What follows belongs to an exercise in optimizing a design on an open flow for a short achievable clock period and few clock cycles; a production flow would make more cautious choices.
Only simulation tests tie the RTL to the original design; equivalence was not proved.
The flow treats the clock pin as an ideal source, which a real chip does not have.
Power is estimated from default activity; no workload was simulated.

==> v29: inputs <==
// mips_top
module mips_top (
	input  logic                             clk,
	input  logic                             rst_n,
	input  logic                             run,
	input  logic                             load_req,
	input  logic [mips_pkg::imem_addr_w-1:0] load_addr,
	input  logic [mips_pkg::xlen-1:0]        load_data,
	output logic                             load_ack,
	input  logic [mips_pkg::reg_addr_w-1:0]  dbg_reg_addr,
	output logic [mips_pkg::xlen-1:0]        dbg_reg_data,
	output logic [mips_pkg::xlen-1:0]        pc,
	output logic                             halt
);
Settings: LEC_CHECK=0, CAP_MARGIN=20, CORE_MARGIN=2, CORE_UTILIZATION=30, SLEW_MARGIN=20; clock period 5.3 ns.
run.sh (not shown) runs the stock make flow with config.mk's settings and CLKGATE_MAP_FILE= SYNTH_SCRIPT=/design/flow/synth_recipe.tcl, a recipe that flattens the netlist after the stock synthesis.
==> v11: changes against v29 <==
--- a/flow/design.v
+++ b/flow/design.v
@@ -114,10 +114,12 @@
 	assign rs_data = (wr_live && wr_addr == rs_addr) ? wr_data : regs[rs_addr];
 	assign rt_data = (wr_live && wr_addr == rt_addr) ? wr_data : regs[rt_addr];
 	always_ff @(posedge clk or negedge rst_n) begin
 		if (!rst_n) begin
 			dbg_data <= '0;
+		end else if (wr_live && wr_addr == dbg_addr) begin
+			dbg_data <= wr_data;
 		end else begin
 			dbg_data <= regs[dbg_addr];
 		end
 	end
 endmodule
@@ -387,10 +389,10 @@
 	always_ff @(posedge clk or negedge rst_n) begin
 		if (!rst_n) begin
 			halt <= 1'b0;
 		end else if (!run) begin
 			halt <= 1'b0;
-		end else if (mem_wb.halt) begin
+		end else if (ex_mem.halt) begin
 			halt <= 1'b1;
 		end
 	end
 endmodule
==> flow/config.mk (replaced) <==
export PLATFORM = sky130hd
export DESIGN_NAME = mips_top
export DESIGN_NICKNAME = mips_top
export VERILOG_FILES = /design/flow/design.v
export SDC_FILE = /design/flow/constraint.sdc
export NUM_CORES = 8
export LEC_CHECK = 0
export CAP_MARGIN = 30
export CORE_MARGIN = 2
export CORE_UTILIZATION = 30
export SETUP_SLACK_MARGIN = 2.0
export SLEW_MARGIN = 40
==> v38: changes against v29 <==
--- a/flow/design.v
+++ b/flow/design.v
@@ -64,11 +64,12 @@
 	input  logic                             load_req,
 	input  logic [mips_pkg::imem_addr_w-1:0] load_addr,
 	input  logic [mips_pkg::xlen-1:0]        load_data,
 	output logic                             load_ack,
 	input  logic [mips_pkg::imem_addr_w-1:0] fetch_addr,
-	output logic [mips_pkg::xlen-1:0]        fetch_instr
+	output logic [mips_pkg::xlen-1:0]        fetch_instr,
+	output logic [mips_pkg::xlen-1:0]        word0
 );
 	logic [mips_pkg::xlen-1:0] mem [2**mips_pkg::imem_addr_w];
 	always_ff @(posedge clk or negedge rst_n) begin
 		if (!rst_n) begin
 			load_ack <= 1'b0;
@@ -82,10 +83,11 @@
 		if (load_req && !load_ack) begin
 			mem[load_addr] <= load_data;
 		end
 	end
 	assign fetch_instr = mem[fetch_addr];
+	assign word0       = mem[0];
 endmodule
 `timescale 1ns/1ns
 module mips_reg_file (
 	input  logic                            clk,
 	input  logic                            rst_n,
@@ -111,17 +113,11 @@
 			regs[wr_addr] <= wr_data;
 		end
 	end
 	assign rs_data = (wr_live && wr_addr == rs_addr) ? wr_data : regs[rs_addr];
 	assign rt_data = (wr_live && wr_addr == rt_addr) ? wr_data : regs[rt_addr];
-	always_ff @(posedge clk or negedge rst_n) begin
-		if (!rst_n) begin
-			dbg_data <= '0;
-		end else begin
-			dbg_data <= regs[dbg_addr];
-		end
-	end
+	assign dbg_data = regs[dbg_addr];
 endmodule
 `timescale 1ns/1ns
 module mips_decoder (
 	input  logic [mips_pkg::xlen-1:0] instr,
 	output mips_pkg::id_ex_t          ctrl
@@ -248,62 +244,81 @@
 	mips_pkg::id_ex_t  dec_ctrl;
 	mips_pkg::id_ex_t  id_next;
 	mips_pkg::ex_mem_t ex_next;
 	mips_pkg::mem_wb_t wb_next;
 	logic [mips_pkg::xlen-1:0] fetch_instr;
-	logic [mips_pkg::xlen-1:0] pc_plus4;
 	logic                      fetch_halt;
 	logic                      fetch_stop;
 	logic [mips_pkg::xlen-1:0] rs_data;
 	logic [mips_pkg::xlen-1:0] rt_data;
 	logic [mips_pkg::xlen-1:0] ex_result;
 	logic [mips_pkg::xlen-1:0] ex_store_data;
 	logic                      branch_taken;
 	logic [mips_pkg::xlen-1:0] branch_target;
 	logic [mips_pkg::xlen-1:0] dmem_rd_data;
-	assign pc_plus4   = pc + 32'd4;
+	logic [mips_pkg::xlen-1:0] fp;            
+	logic [mips_pkg::xlen-1:0] fp_plus4;
+	logic [mips_pkg::xlen-1:0] word0;
+	logic                      word0_halt;
+	logic [mips_pkg::xlen-1:0] rf_dbg;
+	logic [mips_pkg::xlen-1:0] dbg_next;
+	assign fp_plus4   = fp + 32'd4;
 	assign fetch_halt = (fetch_instr[31:26] == mips_pkg::OP_HALT);
+	assign word0_halt = (word0[31:26] == mips_pkg::OP_HALT);
 	mips_inst_mem u_inst_mem (
 		.clk         (clk),
 		.rst_n       (rst_n),
 		.load_req    (load_req),
 		.load_addr   (load_addr),
 		.load_data   (load_data),
 		.load_ack    (load_ack),
-		.fetch_addr  (pc[mips_pkg::imem_addr_w+1:2]),
-		.fetch_instr (fetch_instr)
+		.fetch_addr  (fp[mips_pkg::imem_addr_w+1:2]),
+		.fetch_instr (fetch_instr),
+		.word0       (word0)
 	);
 	always_ff @(posedge clk or negedge rst_n) begin
 		if (!rst_n) begin
-			pc <= '0;
+			fp <= '0;
 		end else if (!run) begin
-			pc <= '0;
+			fp <= word0_halt ? 32'd0 : 32'd4;
 		end else if (fetch_stop || fetch_halt) begin
-			pc <= pc;
+			fp <= fp;
 		end else if (branch_taken) begin
-			pc <= branch_target;
+			fp <= branch_target;
 		end else begin
-			pc <= pc_plus4;
+			fp <= fp_plus4;
 		end
 	end
 	always_ff @(posedge clk or negedge rst_n) begin
 		if (!rst_n) begin
-			fetch_stop <= 1'b0;
+			pc <= '0;
 		end else if (!run) begin
+			pc <= '0;
+		end else begin
+			pc <= fp;
+		end
+	end
+	always_ff @(posedge clk or negedge rst_n) begin
+		if (!rst_n) begin
 			fetch_stop <= 1'b0;
+		end else if (!run) begin
+			fetch_stop <= word0_halt;
 		end else if (fetch_halt) begin
 			fetch_stop <= 1'b1;
 		end
 	end
 	always_ff @(posedge clk or negedge rst_n) begin
 		if (!rst_n) begin
 			if_id <= '0;
-		end else if (!run || fetch_stop) begin
+		end else if (!run) begin
+			if_id.instr    <= word0;
+			if_id.pc_plus4 <= 32'd4;
+		end else if (fetch_stop) begin
 			if_id <= '0;
 		end else begin
 			if_id.instr    <= fetch_instr;
-			if_id.pc_plus4 <= pc_plus4;
+			if_id.pc_plus4 <= fp_plus4;
 		end
 	end
 	mips_decoder u_decoder (
 		.instr (if_id.instr),
 		.ctrl  (dec_ctrl)
@@ -314,11 +329,11 @@
 		.rs_addr  (if_id.instr[25:21]),
 		.rt_addr  (if_id.instr[20:16]),
 		.dbg_addr (dbg_reg_addr),
 		.rs_data  (rs_data),
 		.rt_data  (rt_data),
-		.dbg_data (dbg_reg_data),
+		.dbg_data (rf_dbg),
 		.wr_en    (mem_wb.reg_write),
 		.wr_addr  (mem_wb.dest),
 		.wr_data  (mem_wb.wb_data)
 	);
 	always_comb begin
@@ -387,10 +402,26 @@
 	always_ff @(posedge clk or negedge rst_n) begin
 		if (!rst_n) begin
 			halt <= 1'b0;
 		end else if (!run) begin
 			halt <= 1'b0;
-		end else if (mem_wb.halt) begin
+		end else if (id_ex.halt) begin
 			halt <= 1'b1;
 		end
 	end
+	always_comb begin
+		if (ex_mem.reg_write && ex_mem.dest != '0 && ex_mem.dest == dbg_reg_addr) begin
+			dbg_next = wb_next.wb_data;
+		end else if (mem_wb.reg_write && mem_wb.dest != '0 && mem_wb.dest == dbg_reg_addr) begin
+			dbg_next = mem_wb.wb_data;
+		end else begin
+			dbg_next = rf_dbg;
+		end
+	end
+	always_ff @(posedge clk or negedge rst_n) begin
+		if (!rst_n) begin
+			dbg_reg_data <= '0;
+		end else begin
+			dbg_reg_data <= dbg_next;
+		end
+	end
 endmodule
==> flow/flow/run.sh (new file) <==
#!/bin/bash
# The standard layout (the standard.sh: unchanged synthesis and steps),
# with two changes to how the layout is made:
#  - plain buffers on the ports instead of the default port buffer cell
#  - a second setup repair after the CTS step's own (extra_repair.tcl)
set -euo pipefail
here=$(cd "$(dirname "$0")" && pwd)
export BUFFER_PORTS_ARGS="-buffer_cell sky130_fd_sc_hd__buf_4"
export POST_CTS_TCL="$here/extra_repair.tcl"
bash standard.sh > standard.log 2>&1
==> flow/flow/extra_repair.tcl (new file) <==
# Sourced by ORFS after its own CTS-stage repair (POST_CTS_TCL): a second
# setup repair from where the first stopped, then hold repair and placement
# legalisation as the CTS step does.
puts "extra repair: setup"
estimate_parasitics -placement
repair_timing -setup -setup_margin $::env(SETUP_SLACK_MARGIN) -repair_tns 100 \
  -match_cell_footprint -max_passes 100 -verbose
puts "extra repair: hold"
repair_timing -hold -hold_margin 0 -match_cell_footprint -verbose
detailed_placement
check_placement -verbose
estimate_parasitics -placement
report_worst_slack -max
==> flow/standard.sh (new file) <==
#!/bin/bash
# synth_recipe.tcl (not shown) runs the flow's synth.tcl, then flattens the netlist and writes it again
# the make line also repeats each setting of config.mk as NAME=value (left out here)
make -C /OpenROAD-flow-scripts/flow DESIGN_CONFIG=/design/flow/config.mk WORK_HOME=/design/flow/orfs CLKGATE_MAP_FILE= SYNTH_SCRIPT=/design/flow/synth_recipe.tcl "${@:-finish}"
--- a/flow/config.mk
+++ b/flow/config.mk
@@ -6,6 +6,7 @@
 export NUM_CORES = 8
 export LEC_CHECK = 0
 export CAP_MARGIN = 20
 export CORE_MARGIN = 2
 export CORE_UTILIZATION = 30
+export SETUP_SLACK_MARGIN = 2.0
 export SLEW_MARGIN = 20
removed: flow/run.sh
==> summary.txt <==
The met3 usage in global routing came out at 0.0950. Slowest cell on the critical path: sky130_fd_sc_hd__mux4_2. Hold timing on the final database bottoms out at a slack of 297 ps.

Derived from the worst setup path, the maximum achievable clock frequency is 260 MHz. The fraction of the cycle the final worst path needs is 0.726, and the number of buffers outside the clock class in the layout is 1,575. From synthesis to final layout, the design area changed by 20.5%.

The synthesized netlist occupies a cell area of 0.242 mm². The number of antenna diodes in the final layout is 69. The maximum cell stage delay along the critical path is 580 ps, and the final core utilization is 0.362.

The hold path startpoint was load_req. The number of multi-input logic gates was 9,281; the part of the Yosys area used for sequential elements was 0.613. The run finished with no timing, DRC or antenna violations.
Source of the figures above: v38

==> summary.txt <==
The fraction of the cycle the final worst path needs was 0.866. The shortest period the worst path allows came out at 4590 ps. The adder-cell share of the synthesized area came out at 0.00772. On the worst path, the slowest cell contributes a delay of 820 ps. Final routed wirelength across all metal layers: 1,100,000 µm. The area added between synthesis and finish is 16.4%.

The met3 usage in global routing is 0.0904. In this design, the largest share of critical-path delay is due to buffers and inverters. For the combinational group, total power comes out at 10,600 µW. Achievable clock frequency: 218 MHz.

In this run the cell area of the synthesized design comes to 0.241 mm². The share of flip-flops with an asynchronous set or reset was 0.627. The number of buffers inserted for hold repair after clock tree synthesis came out at 1. The final core utilization came out at 0.350. For this run, the number of standard cells in the final layout without fillers is 28,100.

The headroom to the max-slew limit was 0.111. In this run the post-CTS setup repair buffer count came out at 0. For the count of antenna diodes in the layout, the log shows 61.

The flow ran to the end and the layout has no timing, DRC or antenna violations. The part of the Yosys area used for sequential elements came out at 0.612.
Source of the figures above: v29

==> summary.txt <==
The tightest hold margin was 305 ps. The count of antenna diodes in the layout is 76, and the fraction of the cycle the final worst path needs is 0.695. 10,200 cells are multi-input combinational gates.

Final core utilization: 0.363. The startpoint identified for the worst hold timing path is load_data[19]. The largest single stage delay on the critical path is 380 ps. The number of buffers outside the clock class in the layout works out to 1,542. The met3 usage in global routing was 0.0836. The part of the Yosys area used for sequential elements came out at 0.609. The mapped netlist covers 0.242 mm². The run gives 271 MHz as the achievable clock frequency.

The run finished with no timing, DRC or antenna violations.
Source of the figures above: v11

Testbench counts of v29, summed over its fixed seeds: cycles 37,965.
Testbench counts of v11, summed over its fixed seeds: cycles 37,645.
Testbench counts of v38, summed over its fixed seeds: cycles 37,005.

-- re-timing with driven ports --
No port has a modelled driver above. Below, the same layouts with a new extraction and two added sets of constraints. Step 1, drivers: a clkbuf_16 drives clk and a buf_2 each remaining input, both assumed. Step 2 also shifts input and output timing later by t, the mid clock arrival at the registers, as if the neighbouring blocks saw the same clock. Three values: ideal, step 1, step 2; two values: the first two.
run | shift t [ns] | slack for setup (ns) | worst hold slack (ns) | worst setup path after step 2 | slew at the worst register clock pin (ns)
v29 | 1.226 | 0.712 / 0.712 / 0.684 | 0.207 / 0.184 / 0.437 | input to register | 0.08 / 0.08
v11 | 1.244 | 1.614 / 1.614 / 0.809 | 0.305 / 0.202 / 0.446 | input to register | 0.07 / 0.07
v38 | 1.250 | 1.450 / 1.450 / 0.690 | 0.297 / 0.182 / 0.438 | input to register | 0.07 / 0.07
After both steps every run listed still meets setup and hold. The setup slack of v11, which loses most, moves by 0.000 ns with the drivers and by -0.805 ns with both steps.
